From an optimization exercise on the open Yosys and OpenROAD flow, aimed at small area and a short achievable clock period; shortcuts taken in it are not production practice. RTL that was checked went through simulation tests only; none was proved equivalent to the original. No activity file was given, so power comes from the tool's default toggle rates.

==> inputs of build 92 <==
==> flow/design.v (excerpt) <==
module logo_key (
  input  logic                      Pclk_Rx,
  input  logic                      reset_n,
  input  logic [2*10-1:0] rx_data,     
  input  logic [2:0]                rx_hvf,      
  input  logic                      reg_wr,
  input  logic [4-1:0] reg_addr,
  input  logic [16-1:0]      reg_data,
  input  logic                      mem_valid,
  input  logic [3*8-1:0]   mem_pixel,   
  output logic [2*10-1:0] tx_data,     
  output logic [2:0]                tx_hvf,      
  output logic                      fetch_req,
  output logic                      fetch_restart
);
  logo_key_pkg::hvf_t    rx_sync;
  logo_key_pkg::window_t window;
  logo_key_pkg::window_t win_pend;
  logic [23:0] logo_pixel;
  logic        frame_start;
  logic        in_window;
  logic        key_enable;
  logic        refill_need;
  assign rx_sync = rx_hvf;
  raster_counter u_raster_counter (
    .Pclk_Rx     (Pclk_Rx),
    .reset_n     (reset_n),
    .rx_hvf      (rx_sync),
    .window      (window),
    .win_pend    (win_pend),
    .frame_start (frame_start),
    .in_window   (in_window)
  );
  key_regs u_key_regs (
    .Pclk_Rx     (Pclk_Rx),
    .reset_n     (reset_n),
    .reg_wr      (reg_wr),
    .reg_addr    (reg_addr),
    .reg_data    (reg_data),
    .frame_start (frame_start),
    .win_pend    (win_pend),
    .window      (window),
    .key_enable  (key_enable)
  );
  logo_fetch_fsm u_logo_fetch_fsm (
    .Pclk_Rx       (Pclk_Rx),
    .reset_n       (reset_n),
    .frame_start   (frame_start),
    .refill_need   (refill_need),
    .mem_valid     (mem_valid),
    .fetch_req     (fetch_req),
    .fetch_restart (fetch_restart)
  );
  logo_buffer u_logo_buffer (
    .Pclk_Rx     (Pclk_Rx),
    .reset_n     (reset_n),
    .frame_start (frame_start),
    .in_window   (in_window),
    .mem_valid   (mem_valid),
    .mem_pixel   (mem_pixel),
    .logo_pixel  (logo_pixel),
    .refill_need (refill_need)
  );
  video_keyer u_video_keyer (
    .Pclk_Rx    (Pclk_Rx),
    .reset_n    (reset_n),
    .rx_data    (rx_data),
    .rx_hvf     (rx_hvf),
    .logo_pixel (logo_pixel),
    .key_on     (in_window && key_enable),
    .tx_data    (tx_data),
    .tx_hvf     (tx_hvf)
  );
endmodule
==> module raster_counter, before the edit <==
module raster_counter (
  input  logic                  Pclk_Rx,
  input  logic                  reset_n,
  input  logo_key_pkg::hvf_t    rx_hvf,
  input  logo_key_pkg::window_t window,     
  input  logo_key_pkg::window_t win_pend,   
  output logic                  frame_start,
  output logic                  in_window
);
  logic [12-1:0] x_cnt;
  logic [11-1:0] y_cnt;
  logic               h_d;   
  logic               v_d;
  logic               x_hit;   
  logic               y_hit;   
  logic [12-1:0] x_inc;
  logic [11-1:0] y_inc;
  logic               h_rise;
  logic               xz_w, xz_p, xi_w, xi_p;
  logic               yz_w, yz_p, yi_w, yi_p, yc_p;
  logic               x_hit_nx, y_hit_nx;
  assign x_inc = x_cnt + 1'b1;
  assign y_inc = y_cnt + 1'b1;
  assign xz_w = (window.x_start == '0) && (window.x_end != '0);
  assign xz_p = (win_pend.x_start == '0) && (win_pend.x_end != '0);
  assign xi_w = (x_inc >= window.x_start) && (x_inc < window.x_end);
  assign xi_p = (x_inc >= win_pend.x_start) && (x_inc < win_pend.x_end);
  assign yz_w = (window.y_start == '0) && (window.y_end != '0);
  assign yz_p = (win_pend.y_start == '0) && (win_pend.y_end != '0);
  assign yi_w = (y_inc >= window.y_start) && (y_inc < window.y_end);
  assign yi_p = (y_inc >= win_pend.y_start) && (y_inc < win_pend.y_end);
  assign yc_p = (y_cnt >= win_pend.y_start) && (y_cnt < win_pend.y_end);
  assign frame_start = v_d && !rx_hvf.v;
  assign h_rise      = rx_hvf.h && !h_d;
  always_comb
  begin
    if (rx_hvf.h)
      x_hit_nx = frame_start ? xz_p : xz_w;
    else
      x_hit_nx = frame_start ? xi_p : xi_w;
    if (h_rise)
    begin
      if (rx_hvf.v)
        y_hit_nx = frame_start ? yz_p : yz_w;
      else
        y_hit_nx = frame_start ? yi_p : yi_w;
    end
    else
      y_hit_nx = frame_start ? yc_p : y_hit;
  end
  always_ff @(posedge Pclk_Rx or negedge reset_n)
  begin
    if (!reset_n)
    begin
      x_cnt <= '0;
      y_cnt <= '0;
      h_d   <= 1'b0;
      v_d   <= 1'b0;
      x_hit <= 1'b0;
      y_hit <= 1'b0;
    end
    else
    begin
      h_d   <= rx_hvf.h;
      v_d   <= rx_hvf.v;
      x_hit <= x_hit_nx;
      y_hit <= y_hit_nx;
      if (rx_hvf.h)
        x_cnt <= '0;
      else
        x_cnt <= x_inc;
      if (h_rise)   
      begin
        if (rx_hvf.v)
          y_cnt <= '0;   
        else
          y_cnt <= y_inc;
      end
    end
  end
  assign in_window = !rx_hvf.h && !rx_hvf.v && x_hit && y_hit;
endmodule
==> module logo_buffer, before the edit <==
module logo_buffer (
  input  logic        Pclk_Rx,
  input  logic        reset_n,
  input  logic        frame_start,
  input  logic        in_window,
  input  logic        mem_valid,
  input  logic [23:0] mem_pixel,
  output logic [23:0] logo_pixel,    
  output logic        refill_need
);
  localparam int PTR_W = $clog2(96);
  localparam logic [PTR_W-1:0] LAST = PTR_W'(96 - 1);
  localparam logic [PTR_W-1:0] HALF_LAST = PTR_W'(48 - 1);
  localparam int NL = 8;                    
  localparam int NG = 96 / NL;
  logic [23:0] ring [0:96-1];
  logic [PTR_W-1:0] wr_ptr;
  logic [PTR_W-1:0] rd_ptr;
  logic [PTR_W-1:0] rd_nxt;    
  logic [NG-1:0]    nxt_grp;   
  logic [NL-1:0]    nxt_lane;  
  logic [23:0] nxt_word;       
  logic wr_at_rd, wr_at_nxt, wr_at_0;
  always_ff @(posedge Pclk_Rx)
  begin
    if (mem_valid)
      ring[wr_ptr] <= mem_pixel;
  end
  always_comb
  begin
    nxt_word = '0;
    for (int i = 0; i < 96; i++)
      nxt_word = nxt_word | (ring[i] & {24{nxt_grp[i / NL] & nxt_lane[i % NL]}});
  end
  assign wr_at_rd  = mem_valid && (wr_ptr == rd_ptr);
  assign wr_at_nxt = mem_valid && (wr_ptr == rd_nxt);
  assign wr_at_0   = mem_valid && (wr_ptr == '0);
  always_ff @(posedge Pclk_Rx)
  begin
    if (frame_start)
      logo_pixel <= wr_at_0 ? mem_pixel : ring[0];
    else if (in_window)
      logo_pixel <= wr_at_nxt ? mem_pixel : nxt_word;
    else if (wr_at_rd)
      logo_pixel <= mem_pixel;
  end
  always_ff @(posedge Pclk_Rx or negedge reset_n)
  begin
    if (!reset_n)
    begin
      wr_ptr      <= '0;
      rd_ptr      <= '0;
      rd_nxt      <= PTR_W'(1);
      nxt_grp     <= NG'(1);
      nxt_lane    <= NL'(2);
      refill_need <= 1'b0;
    end
    else if (frame_start)
    begin
      wr_ptr      <= '0;
      rd_ptr      <= '0;
      rd_nxt      <= PTR_W'(1);
      nxt_grp     <= NG'(1);
      nxt_lane    <= NL'(2);
      refill_need <= 1'b0;
    end
    else
    begin
      if (mem_valid)
        wr_ptr <= (wr_ptr == LAST) ? '0 : wr_ptr + 1'b1;
      if (in_window)
      begin
        rd_ptr   <= rd_nxt;
        rd_nxt   <= (rd_nxt == LAST) ? '0 : rd_nxt + 1'b1;
        nxt_lane <= {nxt_lane[NL-2:0], nxt_lane[NL-1]};
        if (nxt_lane[NL-1])
          nxt_grp <= {nxt_grp[NG-2:0], nxt_grp[NG-1]};
      end
      refill_need <= in_window && (rd_ptr == HALF_LAST || rd_ptr == LAST);
    end
  end
endmodule
export LEC_CHECK = 0
export CAP_MARGIN = 20
export CORE_MARGIN = 2
export CORE_UTILIZATION = 40
export SETUP_SLACK_MARGIN = 4.8
export SLEW_MARGIN = 20
create_clock -name core_clock -period 8.0 [get_ports {Pclk_Rx}]
run.sh (not shown) runs the stock make flow with config.mk's settings and CLKGATE_MAP_FILE= SYNTH_SCRIPT=/design/flow/synth_recipe.tcl, a recipe that flattens the netlist after the stock synthesis.
==> build 97 (differences from build 92) <==
--- a/flow/design.v
+++ b/flow/design.v
@@ -56,19 +56,16 @@
   logic [12-1:0] x_inc;
   logic [11-1:0] y_inc;
   logic               h_rise;
-  logic               xz_w, xz_p, xi_w, xi_p;
-  logic               yz_w, yz_p, yi_w, yi_p, yc_p;
+  logic               xz_w, xz_p, xi_w;
+  logic               yz_w, yi_w, yc_p;
   logic               x_hit_nx, y_hit_nx;
   assign x_inc = x_cnt + 1'b1;
   assign y_inc = y_cnt + 1'b1;
   assign xz_w = (window.x_start == '0) && (window.x_end != '0);
   assign xz_p = (win_pend.x_start == '0) && (win_pend.x_end != '0);
   assign xi_w = (x_inc >= window.x_start) && (x_inc < window.x_end);
-  assign xi_p = (x_inc >= win_pend.x_start) && (x_inc < win_pend.x_end);
   assign yz_w = (window.y_start == '0) && (window.y_end != '0);
-  assign yz_p = (win_pend.y_start == '0) && (win_pend.y_end != '0);
   assign yi_w = (y_inc >= window.y_start) && (y_inc < window.y_end);
-  assign yi_p = (y_inc >= win_pend.y_start) && (y_inc < win_pend.y_end);
   assign yc_p = (y_cnt >= win_pend.y_start) && (y_cnt < win_pend.y_end);
   assign frame_start = v_d && !rx_hvf.v;
   assign h_rise      = rx_hvf.h && !h_d;
@@ -77,13 +74,13 @@
     if (rx_hvf.h)
       x_hit_nx = frame_start ? xz_p : xz_w;
     else
-      x_hit_nx = frame_start ? xi_p : xi_w;
+      x_hit_nx = xi_w;
     if (h_rise)
     begin
       if (rx_hvf.v)
-        y_hit_nx = frame_start ? yz_p : yz_w;
+        y_hit_nx = yz_w;
       else
-        y_hit_nx = frame_start ? yi_p : yi_w;
+        y_hit_nx = yi_w;
     end
     else
       y_hit_nx = frame_start ? yc_p : y_hit;
@@ -257,39 +254,139 @@
   localparam int PTR_W = $clog2(96);
   localparam logic [PTR_W-1:0] LAST = PTR_W'(96 - 1);
   localparam logic [PTR_W-1:0] HALF_LAST = PTR_W'(48 - 1);
+  localparam int DEPTH = 96;
   localparam int NL = 8;                    
-  localparam int NG = 96 / NL;
-  logic [23:0] ring [0:96-1];
+  localparam int NG = DEPTH / NL;
+  logic [23:0] ring [0:DEPTH-1];
   logic [PTR_W-1:0] wr_ptr;
   logic [PTR_W-1:0] rd_ptr;
-  logic [PTR_W-1:0] rd_nxt;    
-  logic [NG-1:0]    nxt_grp;   
-  logic [NL-1:0]    nxt_lane;  
-  logic [23:0] nxt_word;       
-  logic wr_at_rd, wr_at_nxt, wr_at_0;
+  logic [PTR_W-1:0] rd_nxt;      
+  logic [PTR_W-1:0] rd_nxt_inc;  
+  logic [NG-1:0]    nxt_grp;     
+  logic [NL-1:0]    nxt_lane;    
+  logic [NG-1:0]    grp_nx;
+  logic [NL-1:0]    lane_nx;
+  logic [NG-1:0]    wr_grp;      
+  logic [NL-1:0]    wr_lane;
+  logic             wq_valid;    
+  logic [PTR_W-1:0] wq_ptr;
+  logic [23:0]      wq_word;
+  logic [NG-1:0]    wq_grp;      
+  logic [NL-1:0]    wq_lane;
+  logic [DEPTH-1:0] nxt_sel;     
+  logic             nxt_wq;      
+  logic             nxt_wq_nx;
+  logic [23:0]      tree_lo, tree_hi;
+  logic [23:0]      rd_lo, rd_hi, rd_wq, zero_read;
+  logic             use_wq_nx, use_hi_nx, use_lo_nx;
+  logic             wr_at_rd, wr_at_nxt, wr_at_0;
+  always_comb
+  begin
+    for (int g = 0; g < NG; g++)
+      wr_grp[g] = (wr_ptr[PTR_W-1:3] == 4'(g));
+    for (int l = 0; l < NL; l++)
+      wr_lane[l] = (wr_ptr[2:0] == 3'(l));
+  end
+  always_ff @(posedge Pclk_Rx or negedge reset_n)
+  begin
+    if (!reset_n)
+    begin
+      wq_valid <= 1'b0;
+      wq_grp   <= '0;
+    end
+    else
+    begin
+      wq_valid <= mem_valid;
+      wq_grp   <= wr_grp & {NG{mem_valid}};
+    end
+  end
   always_ff @(posedge Pclk_Rx)
   begin
-    if (mem_valid)
-      ring[wr_ptr] <= mem_pixel;
+    wq_ptr  <= wr_ptr;
+    wq_lane <= wr_lane;
+    wq_word <= mem_pixel;
+  end
+  always_ff @(posedge Pclk_Rx)
+  begin
+    for (int i = 0; i < DEPTH; i++)
+      if (wq_grp[i / NL] && wq_lane[i % NL])
+        ring[i] <= wq_word;
   end
   always_comb
   begin
-    nxt_word = '0;
-    for (int i = 0; i < 96; i++)
-      nxt_word = nxt_word | (ring[i] & {24{nxt_grp[i / NL] & nxt_lane[i % NL]}});
+    if (frame_start)
+    begin
+      grp_nx  = NG'(1);
+      lane_nx = NL'(2);
+      nxt_wq_nx = mem_valid && (wr_ptr == PTR_W'(1));
+    end
+    else if (in_window)
+    begin
+      lane_nx = {nxt_lane[NL-2:0], nxt_lane[NL-1]};
+      grp_nx  = nxt_lane[NL-1] ? {nxt_grp[NG-2:0], nxt_grp[NG-1]} : nxt_grp;
+      nxt_wq_nx = mem_valid && (wr_ptr == rd_nxt_inc);
+    end
+    else
+    begin
+      lane_nx = nxt_lane;
+      grp_nx  = nxt_grp;
+      nxt_wq_nx = mem_valid && (wr_ptr == rd_nxt);
+    end
+  end
+  always_ff @(posedge Pclk_Rx)
+  begin
+    for (int i = 0; i < DEPTH; i++)
+      nxt_sel[i] <= grp_nx[i / NL] && lane_nx[i % NL]
+                    && !(mem_valid && wr_grp[i / NL] && wr_lane[i % NL]);
+    nxt_wq <= nxt_wq_nx;
   end
+  always_comb
+  begin
+    tree_lo = nxt_wq ? wq_word : '0;
+    tree_hi = '0;
+    for (int i = 0; i < DEPTH / 2; i++)
+      tree_lo = tree_lo | (ring[i] & {24{nxt_sel[i]}});
+    for (int i = DEPTH / 2; i < DEPTH; i++)
+      tree_hi = tree_hi | (ring[i] & {24{nxt_sel[i]}});
+  end
+  assign zero_read = (wq_valid && wq_ptr == '0) ? wq_word : ring[0];
+  assign logo_pixel = rd_lo | rd_hi | rd_wq;
   assign wr_at_rd  = mem_valid && (wr_ptr == rd_ptr);
   assign wr_at_nxt = mem_valid && (wr_ptr == rd_nxt);
   assign wr_at_0   = mem_valid && (wr_ptr == '0);
-  always_ff @(posedge Pclk_Rx)
+  always_comb
   begin
     if (frame_start)
-      logo_pixel <= wr_at_0 ? mem_pixel : ring[0];
+    begin
+      use_wq_nx = wr_at_0;
+      use_hi_nx = 1'b0;
+    end
     else if (in_window)
-      logo_pixel <= wr_at_nxt ? mem_pixel : nxt_word;
-    else if (wr_at_rd)
-      logo_pixel <= mem_pixel;
+    begin
+      use_wq_nx = wr_at_nxt;
+      use_hi_nx = !wr_at_nxt && !nxt_wq && (|nxt_grp[NG-1:NG/2]);
+    end
+    else
+    begin
+      use_wq_nx = wr_at_rd;
+      use_hi_nx = 1'b0;
+    end
+  end
+  assign use_lo_nx = !use_wq_nx && !use_hi_nx;
+  always_ff @(posedge Pclk_Rx)
+  begin
+    if (!use_lo_nx)
+      rd_lo <= '0;
+    else if (frame_start)
+      rd_lo <= zero_read;
+    else if (in_window)
+      rd_lo <= tree_lo;
+    else
+      rd_lo <= logo_pixel;
+    rd_hi <= use_hi_nx ? tree_hi : '0;
+    rd_wq <= use_wq_nx ? mem_pixel : '0;
   end
+  assign rd_nxt_inc = (rd_nxt == LAST) ? '0 : rd_nxt + 1'b1;
   always_ff @(posedge Pclk_Rx or negedge reset_n)
   begin
     if (!reset_n)
@@ -316,12 +413,11 @@
         wr_ptr <= (wr_ptr == LAST) ? '0 : wr_ptr + 1'b1;
       if (in_window)
       begin
-        rd_ptr   <= rd_nxt;
-        rd_nxt   <= (rd_nxt == LAST) ? '0 : rd_nxt + 1'b1;
-        nxt_lane <= {nxt_lane[NL-2:0], nxt_lane[NL-1]};
-        if (nxt_lane[NL-1])
-          nxt_grp <= {nxt_grp[NG-2:0], nxt_grp[NG-1]};
+        rd_ptr <= rd_nxt;
+        rd_nxt <= rd_nxt_inc;
       end
+      nxt_lane <= lane_nx;
+      nxt_grp  <= grp_nx;
       refill_need <= in_window && (rd_ptr == HALF_LAST || rd_ptr == LAST);
     end
   end
- ABC_AREA: not set -> 1
- CTS_CLUSTER_DIAMETER: not set -> 80
- CTS_CLUSTER_SIZE: not set -> 22
- SETUP_SLACK_MARGIN: 4.8 -> 5
==> build 65 (differences from build 92) <==
--- a/flow/design.v
+++ b/flow/design.v
@@ -56,19 +56,16 @@
   logic [12-1:0] x_inc;
   logic [11-1:0] y_inc;
   logic               h_rise;
-  logic               xz_w, xz_p, xi_w, xi_p;
-  logic               yz_w, yz_p, yi_w, yi_p, yc_p;
+  logic               xz_w, xz_p, xi_w;
+  logic               yz_w, yi_w, yc_p;
   logic               x_hit_nx, y_hit_nx;
   assign x_inc = x_cnt + 1'b1;
   assign y_inc = y_cnt + 1'b1;
   assign xz_w = (window.x_start == '0) && (window.x_end != '0);
   assign xz_p = (win_pend.x_start == '0) && (win_pend.x_end != '0);
   assign xi_w = (x_inc >= window.x_start) && (x_inc < window.x_end);
-  assign xi_p = (x_inc >= win_pend.x_start) && (x_inc < win_pend.x_end);
   assign yz_w = (window.y_start == '0) && (window.y_end != '0);
-  assign yz_p = (win_pend.y_start == '0) && (win_pend.y_end != '0);
   assign yi_w = (y_inc >= window.y_start) && (y_inc < window.y_end);
-  assign yi_p = (y_inc >= win_pend.y_start) && (y_inc < win_pend.y_end);
   assign yc_p = (y_cnt >= win_pend.y_start) && (y_cnt < win_pend.y_end);
   assign frame_start = v_d && !rx_hvf.v;
   assign h_rise      = rx_hvf.h && !h_d;
@@ -77,13 +74,13 @@
     if (rx_hvf.h)
       x_hit_nx = frame_start ? xz_p : xz_w;
     else
-      x_hit_nx = frame_start ? xi_p : xi_w;
+      x_hit_nx = xi_w;
     if (h_rise)
     begin
       if (rx_hvf.v)
-        y_hit_nx = frame_start ? yz_p : yz_w;
+        y_hit_nx = yz_w;
       else
-        y_hit_nx = frame_start ? yi_p : yi_w;
+        y_hit_nx = yi_w;
     end
     else
       y_hit_nx = frame_start ? yc_p : y_hit;
@@ -257,39 +254,139 @@
   localparam int PTR_W = $clog2(96);
   localparam logic [PTR_W-1:0] LAST = PTR_W'(96 - 1);
   localparam logic [PTR_W-1:0] HALF_LAST = PTR_W'(48 - 1);
+  localparam int DEPTH = 96;
   localparam int NL = 8;                    
-  localparam int NG = 96 / NL;
-  logic [23:0] ring [0:96-1];
+  localparam int NG = DEPTH / NL;
+  logic [23:0] ring [0:DEPTH-1];
   logic [PTR_W-1:0] wr_ptr;
   logic [PTR_W-1:0] rd_ptr;
-  logic [PTR_W-1:0] rd_nxt;    
-  logic [NG-1:0]    nxt_grp;   
-  logic [NL-1:0]    nxt_lane;  
-  logic [23:0] nxt_word;       
-  logic wr_at_rd, wr_at_nxt, wr_at_0;
+  logic [PTR_W-1:0] rd_nxt;      
+  logic [PTR_W-1:0] rd_nxt_inc;  
+  logic [NG-1:0]    nxt_grp;     
+  logic [NL-1:0]    nxt_lane;    
+  logic [NG-1:0]    grp_nx;
+  logic [NL-1:0]    lane_nx;
+  logic [NG-1:0]    wr_grp;      
+  logic [NL-1:0]    wr_lane;
+  logic             wq_valid;    
+  logic [PTR_W-1:0] wq_ptr;
+  logic [23:0]      wq_word;
+  logic [NG-1:0]    wq_grp;      
+  logic [NL-1:0]    wq_lane;
+  logic [DEPTH-1:0] nxt_sel;     
+  logic             nxt_wq;      
+  logic             nxt_wq_nx;
+  logic [23:0]      tree_lo, tree_hi;
+  logic [23:0]      rd_lo, rd_hi, rd_wq, zero_read;
+  logic             use_wq_nx, use_hi_nx, use_lo_nx;
+  logic             wr_at_rd, wr_at_nxt, wr_at_0;
+  always_comb
+  begin
+    for (int g = 0; g < NG; g++)
+      wr_grp[g] = (wr_ptr[PTR_W-1:3] == 4'(g));
+    for (int l = 0; l < NL; l++)
+      wr_lane[l] = (wr_ptr[2:0] == 3'(l));
+  end
+  always_ff @(posedge Pclk_Rx or negedge reset_n)
+  begin
+    if (!reset_n)
+    begin
+      wq_valid <= 1'b0;
+      wq_grp   <= '0;
+    end
+    else
+    begin
+      wq_valid <= mem_valid;
+      wq_grp   <= wr_grp & {NG{mem_valid}};
+    end
+  end
   always_ff @(posedge Pclk_Rx)
   begin
-    if (mem_valid)
-      ring[wr_ptr] <= mem_pixel;
+    wq_ptr  <= wr_ptr;
+    wq_lane <= wr_lane;
+    wq_word <= mem_pixel;
+  end
+  always_ff @(posedge Pclk_Rx)
+  begin
+    for (int i = 0; i < DEPTH; i++)
+      if (wq_grp[i / NL] && wq_lane[i % NL])
+        ring[i] <= wq_word;
   end
   always_comb
   begin
-    nxt_word = '0;
-    for (int i = 0; i < 96; i++)
-      nxt_word = nxt_word | (ring[i] & {24{nxt_grp[i / NL] & nxt_lane[i % NL]}});
+    if (frame_start)
+    begin
+      grp_nx  = NG'(1);
+      lane_nx = NL'(2);
+      nxt_wq_nx = mem_valid && (wr_ptr == PTR_W'(1));
+    end
+    else if (in_window)
+    begin
+      lane_nx = {nxt_lane[NL-2:0], nxt_lane[NL-1]};
+      grp_nx  = nxt_lane[NL-1] ? {nxt_grp[NG-2:0], nxt_grp[NG-1]} : nxt_grp;
+      nxt_wq_nx = mem_valid && (wr_ptr == rd_nxt_inc);
+    end
+    else
+    begin
+      lane_nx = nxt_lane;
+      grp_nx  = nxt_grp;
+      nxt_wq_nx = mem_valid && (wr_ptr == rd_nxt);
+    end
+  end
+  always_ff @(posedge Pclk_Rx)
+  begin
+    for (int i = 0; i < DEPTH; i++)
+      nxt_sel[i] <= grp_nx[i / NL] && lane_nx[i % NL]
+                    && !(mem_valid && wr_grp[i / NL] && wr_lane[i % NL]);
+    nxt_wq <= nxt_wq_nx;
   end
+  always_comb
+  begin
+    tree_lo = nxt_wq ? wq_word : '0;
+    tree_hi = '0;
+    for (int i = 0; i < DEPTH / 2; i++)
+      tree_lo = tree_lo | (ring[i] & {24{nxt_sel[i]}});
+    for (int i = DEPTH / 2; i < DEPTH; i++)
+      tree_hi = tree_hi | (ring[i] & {24{nxt_sel[i]}});
+  end
+  assign zero_read = (wq_valid && wq_ptr == '0) ? wq_word : ring[0];
+  assign logo_pixel = rd_lo | rd_hi | rd_wq;
   assign wr_at_rd  = mem_valid && (wr_ptr == rd_ptr);
   assign wr_at_nxt = mem_valid && (wr_ptr == rd_nxt);
   assign wr_at_0   = mem_valid && (wr_ptr == '0);
-  always_ff @(posedge Pclk_Rx)
+  always_comb
   begin
     if (frame_start)
-      logo_pixel <= wr_at_0 ? mem_pixel : ring[0];
+    begin
+      use_wq_nx = wr_at_0;
+      use_hi_nx = 1'b0;
+    end
     else if (in_window)
-      logo_pixel <= wr_at_nxt ? mem_pixel : nxt_word;
-    else if (wr_at_rd)
-      logo_pixel <= mem_pixel;
+    begin
+      use_wq_nx = wr_at_nxt;
+      use_hi_nx = !wr_at_nxt && !nxt_wq && (|nxt_grp[NG-1:NG/2]);
+    end
+    else
+    begin
+      use_wq_nx = wr_at_rd;
+      use_hi_nx = 1'b0;
+    end
+  end
+  assign use_lo_nx = !use_wq_nx && !use_hi_nx;
+  always_ff @(posedge Pclk_Rx)
+  begin
+    if (!use_lo_nx)
+      rd_lo <= '0;
+    else if (frame_start)
+      rd_lo <= zero_read;
+    else if (in_window)
+      rd_lo <= tree_lo;
+    else
+      rd_lo <= logo_pixel;
+    rd_hi <= use_hi_nx ? tree_hi : '0;
+    rd_wq <= use_wq_nx ? mem_pixel : '0;
   end
+  assign rd_nxt_inc = (rd_nxt == LAST) ? '0 : rd_nxt + 1'b1;
   always_ff @(posedge Pclk_Rx or negedge reset_n)
   begin
     if (!reset_n)
@@ -316,12 +413,11 @@
         wr_ptr <= (wr_ptr == LAST) ? '0 : wr_ptr + 1'b1;
       if (in_window)
       begin
-        rd_ptr   <= rd_nxt;
-        rd_nxt   <= (rd_nxt == LAST) ? '0 : rd_nxt + 1'b1;
-        nxt_lane <= {nxt_lane[NL-2:0], nxt_lane[NL-1]};
-        if (nxt_lane[NL-1])
-          nxt_grp <= {nxt_grp[NG-2:0], nxt_grp[NG-1]};
+        rd_ptr <= rd_nxt;
+        rd_nxt <= rd_nxt_inc;
       end
+      nxt_lane <= lane_nx;
+      nxt_grp  <= grp_nx;
       refill_need <= in_window && (rd_ptr == HALF_LAST || rd_ptr == LAST);
     end
   end
- SETUP_SLACK_MARGIN: 4.8 -> 4.9
==> flow_summary.html <==
<table>
<tr><th>Metric</th><th>Value</th></tr>
<tr><th colspan="2">Run status</th></tr>
<tr><td>Run status</td><td>timing/DRC/antenna clean</td></tr>
<tr><th colspan="2">Synth</th></tr>
<tr><td>Synth warnings</td><td>5</td></tr>
<tr><td>Most common cell in the synthesized netlist</td><td>sky130_fd_sc_hd__edfxtp_1</td></tr>
<tr><th colspan="2">Layout</th></tr>
<tr><td>Clock buffers and inverters, area share</td><td>7.126%</td></tr>
<tr><td>Diodes inserted</td><td>52</td></tr>
<tr><td>Syn-to-layout area delta</td><td>18.93%</td></tr>
<tr><th colspan="2">Place</th></tr>
<tr><td>Routability-driven placement congestion ratio</td><td>0.9438</td></tr>
<tr><th colspan="2">Detailed routing</th></tr>
<tr><td>Metal1 wirelength</td><td>152700 um</td></tr>
<tr><th colspan="2">STA</th></tr>
<tr><td>Clock Skew</td><td>0.1028 ns</td></tr>
<tr><th colspan="2">Critical path</th></tr>
<tr><td>Cell family contributing the most delay on the critical path</td><td>simple AND/OR/NAND/NOR gates</td></tr>
</table>
the above is filed under build 92

==> flow_summary.html <==
<table>
<tr><th>Metric</th><th>Value</th></tr>
<tr><th colspan="2">Clock network</th></tr>
<tr><td>Setup Fix Bufs, Post-CTS</td><td>8</td></tr>
<tr><th colspan="2">Synth</th></tr>
<tr><td>Most common cell in the synthesized netlist</td><td>sky130_fd_sc_hd__edfxtp_1</td></tr>
<tr><td>Synth warnings</td><td>6</td></tr>
<tr><th colspan="2">Layout</th></tr>
<tr><td>Diodes inserted</td><td>10</td></tr>
<tr><td>Clock buffers and inverters, area share</td><td>7.223%</td></tr>
<tr><th colspan="2">Detailed routing</th></tr>
<tr><td>Detailed route wirelength on metal3</td><td>55760 um</td></tr>
<tr><td>Antenna Violating Nets Remaining</td><td>0</td></tr>
<tr><th colspan="2">Power</th></tr>
<tr><td>Switching power share of the total</td><td>25.74%</td></tr>
<tr><td>Top Consumer</td><td>sequential cells</td></tr>
<tr><th colspan="2">GRT</th></tr>
<tr><td>Antenna violations before repair</td><td>9</td></tr>
<tr><th colspan="2">Run status</th></tr>
<tr><td>Run status</td><td>timing/DRC/antenna clean</td></tr>
<tr><th colspan="2">Critical path</th></tr>
<tr><td>Cell family contributing the most delay on the critical path</td><td>adder cells</td></tr>
<tr><td>Worst Reg2Reg Path Length in Cells</td><td>7</td></tr>
</table>
the above is filed under build 65

==> flow_summary.html <==
<table>
<tr><th>Metric</th><th>Value</th></tr>
<tr><th colspan="2">Layout</th></tr>
<tr><td>Clock buffers and inverters, area share</td><td>3.565%</td></tr>
<tr><td>Diodes inserted</td><td>8</td></tr>
<tr><td>Syn-to-layout area delta</td><td>9.929%</td></tr>
<tr><th colspan="2">Synth</th></tr>
<tr><td>Synth unique cells</td><td>54</td></tr>
<tr><td>Most common cell in the synthesized netlist</td><td>sky130_fd_sc_hd__nand2_1</td></tr>
<tr><th colspan="2">Critical path</th></tr>
<tr><td>Cell family contributing the most delay on the critical path</td><td>simple AND/OR/NAND/NOR gates</td></tr>
<tr><th colspan="2">Place</th></tr>
<tr><td>Routability-driven placement congestion ratio</td><td>0.9036</td></tr>
<tr><th colspan="2">Run status</th></tr>
<tr><td>Run status</td><td>timing/DRC/antenna clean</td></tr>
<tr><th colspan="2">Floorplan</th></tr>
<tr><td>Die extent in y</td><td>526.5 um</td></tr>
<tr><th colspan="2">STA</th></tr>
<tr><td>Clock Skew</td><td>0.04054 ns</td></tr>
<tr><th colspan="2">Detailed routing</th></tr>
<tr><td>Metal1 wirelength</td><td>146600 um</td></tr>
</table>
the above is filed under build 97

No functional check of the RTL was part of build 92.

## port drivers added, routing unchanged
The results above use ideal ports. As a check the final layouts listed here were re-extracted and re-timed, cells and wires unchanged. Step 1 (the two cells are an assumption about what drives the block):
set clk [get_ports {Pclk_Rx}]
set_driving_cell -lib_cell sky130_fd_sc_hd__clkbuf_16 $clk
set_driving_cell -lib_cell sky130_fd_sc_hd__buf_2 [delete_from_list [all_inputs] $clk]
Step 2 also shifts input and output timing later by t, the mid clock arrival at the registers, as if the neighbouring blocks saw the same clock. Three values: ideal ports, drivers, drivers and shift; two values: the first two.
| run | t (ns) | setup WS [ns] | hold slack, ns | worst data-port slew with drivers (ns) | pins driven straight from the clock port |
|---|---|---|---|---|---|
| build 92 | 1.038 | 4.522 / 4.522 / 3.649 | 0.350 / 0.350 / 0.350 | 0.22 | 1 |
| build 97 | 0.958 | 4.947 / 4.910 / 4.133 | 0.370 / 0.370 / 0.370 | 0.09 | 1 |
| build 65 | 1.034 | 4.913 / 4.849 / 3.968 | 0.346 / 0.346 / 0.346 | 0.30 | 1 |
After both steps every run listed still meets setup and hold. For build 65, which loses most, drivers alone change the setup slack by -0.064 ns; drivers and shift together by -0.945 ns.
